This design comes from an exercise in tuning for small area, a short achievable clock period and few clock cycles on the open sky130 flow, not from production work. Where RTL was checked, it was by simulation tests only, not by an equivalence proof against the original.

## line_follower_turn_sequencer
module line_follower_turn_sequencer
(
	input  wire                clk,
	input  wire                arst_n,
	input  wire                in_valid,
	output wire                in_ready,
	input  wire                in_ir_outer_left,
	input  wire                in_ir_inner_left,
	input  wire                in_ir_middle,
	input  wire                in_ir_inner_right,
	input  wire                in_ir_outer_right,
	input  wire                in_ir_park,
	input  wire signed [15:0]  in_yaw_rate,
	input  wire [31:0]         in_time_us,
	output wire                out_valid,
	input  wire                out_ready,
	output wire signed [7:0]   out_left_power,
	output wire signed [7:0]   out_right_power,
	output wire [2:0]          out_next_mode,
	input  wire                cfg_valid,
	output wire                cfg_ready,
	input  wire [1:0]          cfg_reg_index,
	input  wire [19:0]         cfg_wdata
);
Size: ~380 flip-flops.
Settings: LEC_CHECK=0, CAP_MARGIN=20, CORE_MARGIN=2, CORE_UTILIZATION=60, SETUP_SLACK_MARGIN=4.7, SLEW_MARGIN=20; clock period 8.0 ns.
run.sh (not shown) runs the stock make flow with config.mk's settings and CLKGATE_MAP_FILE= SYNTH_SCRIPT=/design/flow/synth_recipe.tcl, a recipe that flattens the netlist after the stock synthesis.
The starting point passed the timing, DRC and antenna checks.
Testbench counts at the start, summed over its fixed seeds: cycles 35,495.
Next try:
--- a/flow/design.v
+++ b/flow/design.v
@@ -448,16 +448,17 @@
 		end
 		digits = {one, two, neg};
 	endfunction
 	logic        hi_next;
 	logic [15:0] ya_q;
 	logic [17:0] da_q;
-	logic        hi_a_q, hi_b_q;    
+	logic        hi_a_q;    
 	logic [25:0] ra, rb, ra_q, rb_q;
 	logic [25:0] r_q, bsum, addend, bu, bv;
 	logic [9:0]  lo10_q;
+	logic [15:0] ad_q;
 	logic        b_co;
 	assign hi_next = (v1 && pend_q) || cm1;
 	always_ff @(posedge clk) begin
 		if (!hi_next) ya_q <= wr_angle ? {7'd0, cfg_wdata[8:0]} : in_yaw_rate;
 		if (hi_next)  da_q <= digits(cm1 ? 10'(DEG_UNIT >> 10) : period_q[19:10]);
 		else          da_q <= digits(wr_angle ? 10'(DEG_UNIT) : period_q[9:0]);
@@ -467,29 +468,28 @@
 		.one (da_q[17:12]),
 		.two (da_q[11:6]),
 		.neg (da_q[4:0]),
 		.ra  (ra),
 		.rb  (rb)
 	);
-	assign addend = hi_b_q ? {{10{r_q[25]}}, r_q[25:10]} : 26'd0;
+	assign addend = {{10{ad_q[15]}}, ad_q};
 	assign bu     = ra_q ^ rb_q ^ addend;
 	assign bv     = (ra_q & rb_q) | (ra_q & addend) | (rb_q & addend);
 	lfts_add #(.W(26)) u_b (.a(bu), .b({bv[24:0], 1'b0}), .ci(1'b0), .s(bsum), .co(b_co));
 	always_ff @(posedge clk or negedge arst_n) begin
 		if (!arst_n) begin
 			hi_a_q <= 1'b0;
-			hi_b_q <= 1'b0;
 		end else begin
 			hi_a_q <= hi_next;
-			hi_b_q <= hi_a_q;
 		end
 	end
 	always_ff @(posedge clk) begin
 		ra_q   <= ra;
 		rb_q   <= rb;
 		r_q    <= bsum;
+		ad_q   <= hi_a_q ? bsum[25:10] : 16'd0;
 		lo10_q <= r_q[9:0];
 	end
 	logic [2:0]         mode_q;
 	logic signed [40:0] head_q;    
 	logic               f_q;       
 	logic               thr_sel_t;
The new run completed without violations.
Synthesized cell count goes up by about 0.9%.
Routed wire length goes down by 3.1%.
Die area rises by 0.51%.
Register-to-register slack improved by 0.68 ns.
Design area came out lower by about 1.1%.
Via count goes down by about 0.9%.
Worst setup slack gets better by 0.68 ns.
Fmax goes up by about 20%.
Hold slack hardly moves.
For the second run of this note, only the layout was checked, not whether the RTL still works.

* * *

## old
Another version of the RTL of line_follower_turn_sequencer (not shown whole).
Size: roughly 2100 cells after synthesis, roughly 400 flip-flops, ~100 I/O pins, roughly 22000 um^2 of cells after synthesis.
==> flow/design.v (excerpt) <==
module line_follower_turn_sequencer
(
	input  wire                clk,
	input  wire                arst_n,
	input  wire                in_valid,
	output wire                in_ready,
	input  wire                in_ir_outer_left,
	input  wire                in_ir_inner_left,
	input  wire                in_ir_middle,
	input  wire                in_ir_inner_right,
	input  wire                in_ir_outer_right,
	input  wire                in_ir_park,
	input  wire signed [15:0]  in_yaw_rate,
	input  wire [31:0]         in_time_us,
	output wire                out_valid,
	input  wire                out_ready,
	output wire signed [7:0]   out_left_power,
	output wire signed [7:0]   out_right_power,
	output wire [2:0]          out_next_mode,
	input  wire                cfg_valid,
	output wire                cfg_ready,
	input  wire [1:0]          cfg_reg_index,
	input  wire [19:0]         cfg_wdata
);
Settings: LEC_CHECK=0, CAP_MARGIN=20, CORE_MARGIN=2, CORE_UTILIZATION=60, SETUP_SLACK_MARGIN=4.8, SLEW_MARGIN=20, TNS_END_PERCENT=10; clock period 8.0 ns.
The following lists how new was set up differently from old:
--- a/flow/design.v
+++ b/flow/design.v
@@ -485,67 +485,73 @@
 	always_ff @(posedge clk) begin
 		ra_q   <= ra;
 		rb_q   <= rb;
 		r_q    <= bsum;
 		ad_q   <= hi_a_q ? bsum[25:10] : 16'd0;
 		lo10_q <= r_q[9:0];
 	end
 	logic [2:0]         mode_q;
 	logic signed [40:0] head_q;    
 	logic               ft_q, fb_q;
 	logic               ct, cb;
-	logic [2:0]         next_m;
-	logic               clr_m;
+	logic [2:0]         next_d, next_f;
+	logic               clr_d, clr_f;
+	logic [40:0]        head_o;    
+	logic               zero_q;    
 	logic [35:0]        step;
 	logic [40:0]        hsum;
 	logic [40:0]        hsat;
 	logic               h_co;
 	assign ct = !head_q[40] && (head_q[39:10] >= {7'd0, thr_t_q});
 	assign cb = !head_q[40] && (head_q[39:10] >= {7'd0, thr_b_q});
-	lfts_mode_fsm u_fsm (
-		.mode_i (mode_q), .ir_i (ir4),
-		.turn_done_i (int4 ? ft_q : ct), .back_done_i (int4 ? fb_q : cb),
-		.next_o (next_m), .clr_o (clr_m)
+	lfts_mode_fsm u_fsm_d (
+		.mode_i (mode_q), .ir_i (ir4), .turn_done_i (ct), .back_done_i (cb),
+		.next_o (next_d), .clr_o (clr_d)
+	);
+	lfts_mode_fsm u_fsm_f (
+		.mode_i (mode_q), .ir_i (ir4), .turn_done_i (ft_q), .back_done_i (fb_q),
+		.next_o (next_f), .clr_o (clr_f)
 	);
 	assign step = {r_q, lo10_q};
 	lfts_add #(.W(41)) u_h (
 		.a ({head_q[39], head_q[39:0]}), .b ({{5{step[35]}}, step}), .ci (1'b0),
 		.s (hsum), .co (h_co)
 	);
 	always_comb begin
 		if (head_q[40] != head_q[39]) hsat = head_q[40] ? {2'b11, 39'd0} : {2'b00, {39{1'b1}}};
 		else                          hsat = head_q;
+		if (v4 && int4)       head_o = {{5{step[35]}}, step};    
+		else if (zero_q)      head_o = '0;
+		else                  head_o = hsat;
 	end
 	always_ff @(posedge clk or negedge arst_n) begin
 		if (!arst_n) begin
 			mode_q  <= lfts_pkg::MODE_FWD;
 			head_q  <= '0;
+			zero_q  <= 1'b0;
 			ft_q    <= 1'b0;
 			fb_q    <= 1'b0;
 			thr_t_q <= 23'(lfts_pkg::TURN_ANGLE_RST) * DEG_UNIT;
 			thr_b_q <= 23'(lfts_pkg::TURNAROUND_ANGLE_RST) * DEG_UNIT;
 		end else begin
 			ft_q <= ct;
 			fb_q <= cb;
 			if (cm4 && !ir4[0]) thr_t_q <= step[22:0];
 			if (cm4 &&  ir4[0]) thr_b_q <= step[22:0];
-			if (v4 && int4) begin
-				mode_q <= next_m;
-				head_q <= clr_m ? {{5{step[35]}}, step} : hsum;
-			end else if (v4 && clr_m) begin
-				mode_q <= next_m;
-				head_q <= '0;    
-			end else begin
-				if (v4) mode_q <= next_m;
-				head_q <= hsat;
+			head_q <= (v4 && int4 && !clr_f && !zero_q) ? hsum : head_o;
+			zero_q <= v4 && !int4 && clr_d;
+			if (zero_q) begin
+				ft_q <= thr_t_q == 23'd0;
+				fb_q <= thr_b_q == 23'd0;
 			end
+			if (v4) mode_q <= int4 ? next_f : next_d;
 		end
 	end
 	logic [2:0]    q_mem [QD];
 	logic [QA-1:0] q_wp, q_rp;
 	logic [QA:0]   q_cnt;
 	logic [2:0]    out_next_q;
 	logic [7:0]    out_l_q, out_r_q;
 	logic          load, from_q, q_wr;
 	logic [2:0]    load_next;
 	logic [7:0]    dec_l, dec_r;
 	assign load      = !out_valid_q || out_ready;
[summary]
new finished every step from synthesis to the final layout, and the layout passed the timing, DRC and antenna checks.
Sort new and old by proportion of synthesized area in mux cells desc -> top: new
Compared with old, in new total congestion overflow after global routing held, minimum period implied by the final worst setup slack went down 24 ps.
Across both runs, area of the die was higher for new than for old.
new and old ended up with roughly the same critical path's largest stage delay.
Count of clock-net buffers in the final layout, new vs old: up by a few percent
Comparing new and old, slew of the pin with the lowest slew margin is higher on old.
The via count reported for new is higher than the one for old.
Clock net sink count: old vs new — no meaningful difference
Between new and old, multi-input combinational gate total is higher for new, old comes in under that.
Core util | new vs old | new lower
Summary — average wire per cell in the routed design, new relative to old: lower, by 3.2%.
Testbench counts of new, summed over its fixed seeds: cycles 35,495.
The RTL of old was laid out without a check of its function.

* * *

line_follower_turn_sequencer, a different RTL version from the one above (not shown whole).
Size in the first run: about 2100 cells after synthesis, roughly 100 I/O pins, ~22000 um^2 of cells after synthesis.
Settings: LEC_CHECK=0, CAP_MARGIN=20, CORE_MARGIN=2, CORE_UTILIZATION=60, SETUP_SLACK_MARGIN=4.7, SLEW_MARGIN=20; clock period 8.0 ns.
The baseline passed the timing, DRC and antenna checks.
Testbench counts at the start, summed over its fixed seeds: cycles 35,495.
==> next run, changes <==
--- a/flow/design.v
+++ b/flow/design.v
@@ -345,15 +345,15 @@
 	logic        cfg_ready_q;
 	logic        wr_angle;
 	assign wr_angle  = cfg_valid && cfg_ready_q && !cfg_reg_index[1];
 	assign cfg_ready = cfg_ready_q;
 	always_ff @(posedge clk or negedge arst_n) begin
 		if (!arst_n) begin
 			period_q    <= lfts_pkg::PERIOD_RST;
-			cfg_ready_q <= 1'b1;
+			cfg_ready_q <= 1'b0;    
 		end else begin
 			cfg_ready_q <= !wr_angle;
 			if (cfg_valid && cfg_ready_q && cfg_reg_index == lfts_pkg::REG_PERIOD) period_q <= cfg_wdata;
 		end
 	end
 	logic [3:0] occ_q;
 	logic       in_ready_q;
@@ -363,15 +363,15 @@
 	assign accept   = in_valid && in_ready_q;
 	assign pop      = out_valid_q && out_ready;
 	assign occ_nx   = (accept == pop) ? occ_q : accept ? occ_q + 4'd1 : occ_q - 4'd1;
 	assign in_ready = in_ready_q;
 	always_ff @(posedge clk or negedge arst_n) begin
 		if (!arst_n) begin
 			occ_q      <= '0;
-			in_ready_q <= 1'b1;
+			in_ready_q <= 1'b0;     
 		end else begin
 			occ_q      <= occ_nx;
 			in_ready_q <= occ_nx < 4'(CAP) && !wr_angle;
 		end
 	end
 	logic        v1, v2, v3, v4, v5;
 	logic        cm1, cm2, cm3, cm4;    
@@ -384,17 +384,16 @@
 			cm1 <= 1'b0; cm2 <= 1'b0; cm3 <= 1'b0; cm4 <= 1'b0;
 		end else begin
 			v1 <= accept; v2 <= v1; v3 <= v2; v4 <= v3; v5 <= v4;
 			cm1 <= wr_angle; cm2 <= cm1; cm3 <= cm2; cm4 <= cm3;
 		end
 	end
 	always_ff @(posedge clk) begin
-		ir1 <= wr_angle ? {5'd0, cfg_reg_index[0]}
-			: {in_ir_outer_left, in_ir_inner_left, in_ir_middle,
-			   in_ir_inner_right, in_ir_outer_right, in_ir_park};
+		ir1 <= {in_ir_outer_left, in_ir_inner_left, in_ir_middle,
+			in_ir_inner_right, in_ir_outer_right, wr_angle ? cfg_reg_index[0] : in_ir_park};
 		t1  <= in_time_us;
 	end
 	logic        pend_q;
 	logic [31:0] last_q;
 	logic        lo_ge, lo_due, hi_ne0, hi_ne1, due;
 	logic [21:0] xu, xv, xs;
 	logic        x_co, lo_co;
@@ -448,18 +447,19 @@
 			neg[i] = x[2*i+2];
 		end
 		digits = {one, two, neg};
 	endfunction
 	logic        hi_next;
 	logic [15:0] ya_q;
 	logic [17:0] da_q;
-	logic        hi_a_q, hi_b_q;    
+	logic        hi_a_q;    
 	logic [25:0] ra, rb, ra_q, rb_q;
 	logic [25:0] r_q, bsum, addend, bu, bv;
 	logic [9:0]  lo10_q;
+	logic [15:0] ad_q;
 	logic        b_co;
 	assign hi_next = (v1 && pend_q) || cm1;
 	always_ff @(posedge clk) begin
 		if (!hi_next) ya_q <= wr_angle ? {7'd0, cfg_wdata[8:0]} : in_yaw_rate;
 		if (hi_next)  da_q <= digits(cm1 ? 10'(DEG_UNIT >> 10) : period_q[19:10]);
 		else          da_q <= digits(wr_angle ? 10'(DEG_UNIT) : period_q[9:0]);
 	end
@@ -467,31 +467,30 @@
 		.y   (ya_q),
 		.one (da_q[17:12]),
 		.two (da_q[11:6]),
 		.neg (da_q[4:0]),
 		.ra  (ra),
 		.rb  (rb)
 	);
-	assign addend = hi_b_q ? {{10{r_q[25]}}, r_q[25:10]} : 26'd0;
+	assign addend = {{10{ad_q[15]}}, ad_q};
 	assign bu     = ra_q ^ rb_q ^ addend;
 	assign bv     = (ra_q & rb_q) | (ra_q & addend) | (rb_q & addend);
 	lfts_add #(.W(26)) u_b (.a(bu), .b({bv[24:0], 1'b0}), .ci(1'b0), .s(bsum), .co(b_co));
 	always_ff @(posedge clk or negedge arst_n) begin
 		if (!arst_n) begin
 			hi_a_q <= 1'b0;
-			hi_b_q <= 1'b0;
 		end else begin
 			hi_a_q <= hi_next;
-			hi_b_q <= hi_a_q;
 		end
 	end
 	always_ff @(posedge clk) begin
 		ra_q   <= ra;
 		rb_q   <= rb;
 		r_q    <= bsum;
+		ad_q   <= hi_a_q ? bsum[25:10] : 16'd0;
 		lo10_q <= r_q[9:0];
 	end
 	logic [2:0]         mode_q;
 	logic signed [40:0] head_q;    
 	logic               ft_q, fb_q;
 	logic               ct, cb;
 	logic [2:0]         next_m;
@@ -530,17 +529,15 @@
 			if (cm4 && !ir4[0]) thr_t_q <= step[22:0];
 			if (cm4 &&  ir4[0]) thr_b_q <= step[22:0];
 			if (v4 && int4) begin
 				mode_q <= next_m;
 				head_q <= clr_m ? {{5{step[35]}}, step} : hsum;
 			end else if (v4 && clr_m) begin
 				mode_q <= next_m;
-				head_q <= '0;
-				ft_q   <= thr_t_q == 23'd0;
-				fb_q   <= thr_b_q == 23'd0;
+				head_q <= '0;    
 			end else begin
 				if (v4) mode_q <= next_m;
 				head_q <= hsat;
 			end
 		end
 	end
 	logic [2:0]    q_mem [QD];
Cell count went up by 0.90%.
First-iteration DRC count rises by 8.9%.
Core utilization barely changes.
Routed wire length rose by 2.0%.
Design area came out higher by 0.64%.
Maximum frequency increases by 4.9%.
Die area grows by 1.1%.
For the second run of this note, only the layout was checked, not whether the RTL still works.

* * *

line_follower_turn_sequencer, a different RTL version from the one above (not shown whole).
Size: roughly 2100 cells after synthesis, roughly 0.022 mm^2 of cells after synthesis.
==> flow/config.mk <==
export PLATFORM = sky130hd
export DESIGN_NAME = line_follower_turn_sequencer
export DESIGN_NICKNAME = line_follower_turn_sequencer
export VERILOG_FILES = /design/flow/design.v
export SDC_FILE = /design/flow/constraint.sdc
export NUM_CORES = 4
export LEC_CHECK = 0
export CAP_MARGIN = 20
export CORE_MARGIN = 2
export CORE_UTILIZATION = 60
export CTS_CLUSTER_DIAMETER = 150
export CTS_CLUSTER_SIZE = 30
export SETUP_SLACK_MARGIN = 5
export SLEW_MARGIN = 20
export TNS_END_PERCENT = 10
==> flow/constraint.sdc <==
create_clock -name core_clock -period 8.0 [get_ports {clk}]
set_input_delay 1.6000 -clock core_clock [delete_from_list [all_inputs] [get_ports {clk}]]
set_output_delay 1.6000 -clock core_clock [all_outputs]
set_load 0.01 [all_outputs]
Then changed:
--- a/flow/design.v
+++ b/flow/design.v
@@ -351,18 +351,18 @@
 	output wire signed [7:0]   out_left_power,
 	output wire signed [7:0]   out_right_power,
 	output wire [2:0]          out_next_mode,
 	input  wire                cfg_valid,
 	output wire                cfg_ready,
 	input  wire [1:0]          cfg_reg_index,
 	input  wire [19:0]         cfg_wdata
 );
-	localparam int CAP = 6;     
-	localparam int QD  = 5;     
+	localparam int CAP = 7;     
+	localparam int QD  = 6;     
 	localparam int QA  = 3;     
 	localparam logic [22:0] DEG_UNIT = 23'd15625;   
 	logic [19:0] period_q;
 	logic [22:0] thr_t_q;
 	logic [22:0] thr_b_q;
 	logic        cfg_ready_q;
 	logic        wr_angle;
 	assign wr_angle  = cfg_valid && cfg_ready_q && !cfg_reg_index[1];
@@ -389,28 +389,28 @@
 		if (!arst_n) begin
 			occ_q      <= '0;
 			in_ready_q <= 1'b0;     
 		end else begin
 			occ_q      <= occ_nx;
 			in_ready_q <= occ_nx < 4'(CAP) && !wr_angle;
 		end
 	end
-	logic        v1, v2, v3, v4;
+	logic        v1, v2, v3, v4, v5;
 	logic        cm1, cm2, cm3, cm4;    
 	logic [3:0]  ir1, ir2, ir3, ir4;    
 	logic [3:0]  ir_code;
 	logic [31:0] t1;
 	logic        int2, int3, int4;
 	always_ff @(posedge clk or negedge arst_n) begin
 		if (!arst_n) begin
-			v1 <= 1'b0; v2 <= 1'b0; v3 <= 1'b0; v4 <= 1'b0;
+			v1 <= 1'b0; v2 <= 1'b0; v3 <= 1'b0; v4 <= 1'b0; v5 <= 1'b0;
 			cm1 <= 1'b0; cm2 <= 1'b0; cm3 <= 1'b0; cm4 <= 1'b0;
 		end else begin
-			v1 <= accept; v2 <= v1; v3 <= v2; v4 <= v3;
+			v1 <= accept; v2 <= v1; v3 <= v2; v4 <= v3; v5 <= v4;
 			cm1 <= wr_angle; cm2 <= cm1; cm3 <= cm2; cm4 <= cm3;
 		end
 	end
 	lfts_ir_code u_code (
 		.ir_i   ({in_ir_outer_left, in_ir_inner_left, in_ir_middle,
 			in_ir_inner_right, in_ir_outer_right, in_ir_park}),
 		.code_o (ir_code)
 	);
@@ -573,23 +573,22 @@
 		end
 	end
 	logic [2:0]    q_mem [QD];
 	logic [QA-1:0] q_wp, q_rp;
 	logic [QA:0]   q_cnt;
 	logic [2:0]    out_next_q;
 	logic [7:0]    out_l_q, out_r_q;
 	logic          load, from_q, q_wr;
-	logic [2:0]    load_next, res_next;
+	logic [2:0]    load_next;
 	logic [7:0]    dec_l, dec_r;
 	assign load      = !out_valid_q || out_ready;
 	assign from_q    = q_cnt != 0;
-	assign res_next  = int4 ? next_f : next_d;
-	assign q_wr      = v4 && (!load || from_q);
-	assign load_next = from_q ? q_mem[q_rp] : res_next;
+	assign q_wr      = v5 && (!load || from_q);
+	assign load_next = from_q ? q_mem[q_rp] : mode_q;
 	always_comb begin
 		case (out_next_q)
 			lfts_pkg::MODE_LEFT:       begin dec_l = lfts_pkg::PWR_FWD;  dec_r = lfts_pkg::PWR_ZERO; end
 			lfts_pkg::MODE_RIGHT:      begin dec_l = lfts_pkg::PWR_ZERO; dec_r = lfts_pkg::PWR_FWD;  end
 			lfts_pkg::MODE_TURN90:     begin dec_l = lfts_pkg::PWR_ZERO; dec_r = lfts_pkg::PWR_TURN; end
 			lfts_pkg::MODE_TURNAROUND: begin dec_l = lfts_pkg::PWR_BACK; dec_r = lfts_pkg::PWR_TURN; end
 			lfts_pkg::MODE_CHECK:      begin dec_l = lfts_pkg::PWR_CHK;  dec_r = lfts_pkg::PWR_CHK;  end
 			default:                   begin dec_l = lfts_pkg::PWR_FWD;  dec_r = lfts_pkg::PWR_FWD;  end
@@ -599,32 +598,32 @@
 		if (!arst_n) begin
 			out_valid_q <= 1'b0;
 			out_next_q  <= lfts_pkg::MODE_FWD;
 			q_wp        <= '0;
 			q_rp        <= '0;
 			q_cnt       <= '0;
 		end else begin
 			if (load) begin
-				if (from_q || v4) begin
+				if (from_q || v5) begin
 					out_valid_q <= 1'b1;
 					out_next_q  <= load_next;
 				end else begin
 					out_valid_q <= 1'b0;
 				end
 			end
 			if (q_wr) q_wp <= (q_wp == QA'(QD - 1)) ? '0 : q_wp + 1'b1;
 			if (load && from_q) q_rp <= (q_rp == QA'(QD - 1)) ? '0 : q_rp + 1'b1;
 			if (q_wr && !(load && from_q)) q_cnt <= q_cnt + 1'b1;
 			else if (!q_wr && load && from_q) q_cnt <= q_cnt - 1'b1;
 		end
 	end
 	always_ff @(posedge clk) begin
-		if (v4) q_mem[q_wp] <= res_next;    
-		if (load && (from_q || v4)) begin
+		if (v5) q_mem[q_wp] <= mode_q;    
+		if (load && (from_q || v5)) begin
 			out_l_q <= dec_l;
 			out_r_q <= dec_r;
 		end
 	end
 	assign out_valid       = out_valid_q;
 	assign out_left_power  = out_l_q;
 	assign out_right_power = out_r_q;
 	assign out_next_mode   = out_next_q;
Via count rises by 1.1%.
Worst setup slack gains 0.16 ns.
Final area rises by 1.3%.
Wire length rises by 1.7%.
Hold slack gains 0.012 ns.
Register-to-register slack gains 0.19 ns.
Clock-buffer cell count rises by 2.
Final cell count rises by 1.3%.
First-iteration DRC count falls by 16%.
Flip-flop and latch count rises by 4.
Testbench counts after the change, summed over its fixed seeds: cycles 35,495.
Only the layout flow was run in the first run of this note; the RTL was not checked for function there.

==> afterwards: timing with drivers on the ports <==
No port has a modelled driver above. Below, the same layouts with a new extraction and two added sets of constraints. Step 1 (the two cells are an assumption about what drives the block):
set clk [get_ports {clk}]
set_driving_cell -lib_cell sky130_fd_sc_hd__clkbuf_16 $clk
set_driving_cell -lib_cell sky130_fd_sc_hd__buf_2 [delete_from_list [all_inputs] $clk]
Step 2 times the ports against the registers' clock, not the clock port: input delays grow and output delays shrink by t, the midpoint of the rising clock arrivals with the driver on. a / b / c = no drivers / after step 1 / after step 2; a / b = the first two.
run	t (ns)	setup WS [ns]	worst slew at a driven data input, ns	pins driven straight from the clock port
the first run of note 1	0.623	3.950 / 3.950 / 3.950	0.05	1
the second run of note 1	0.611	4.632 / 4.632 / 4.332	0.04	1
old	0.611	4.779 / 4.724 / 4.401	0.04	1
new	0.627	4.803 / 4.748 / 4.396	0.05	1
the first run of note 3	0.617	4.570 / 4.570 / 4.268	0.04	1
the second run of note 3	0.629	4.732 / 4.732 / 4.288	0.04	1
the first run of note 4	0.571	4.789 / 4.744 / 4.421	0.04	1
the second run of note 4	0.577	4.947 / 4.892 / 4.402	0.04	1
After both steps setup and hold are still met in every run listed. The setup slack of the second run of note 4, which loses most, moves by -0.055 ns with the drivers and by -0.545 ns with both steps.
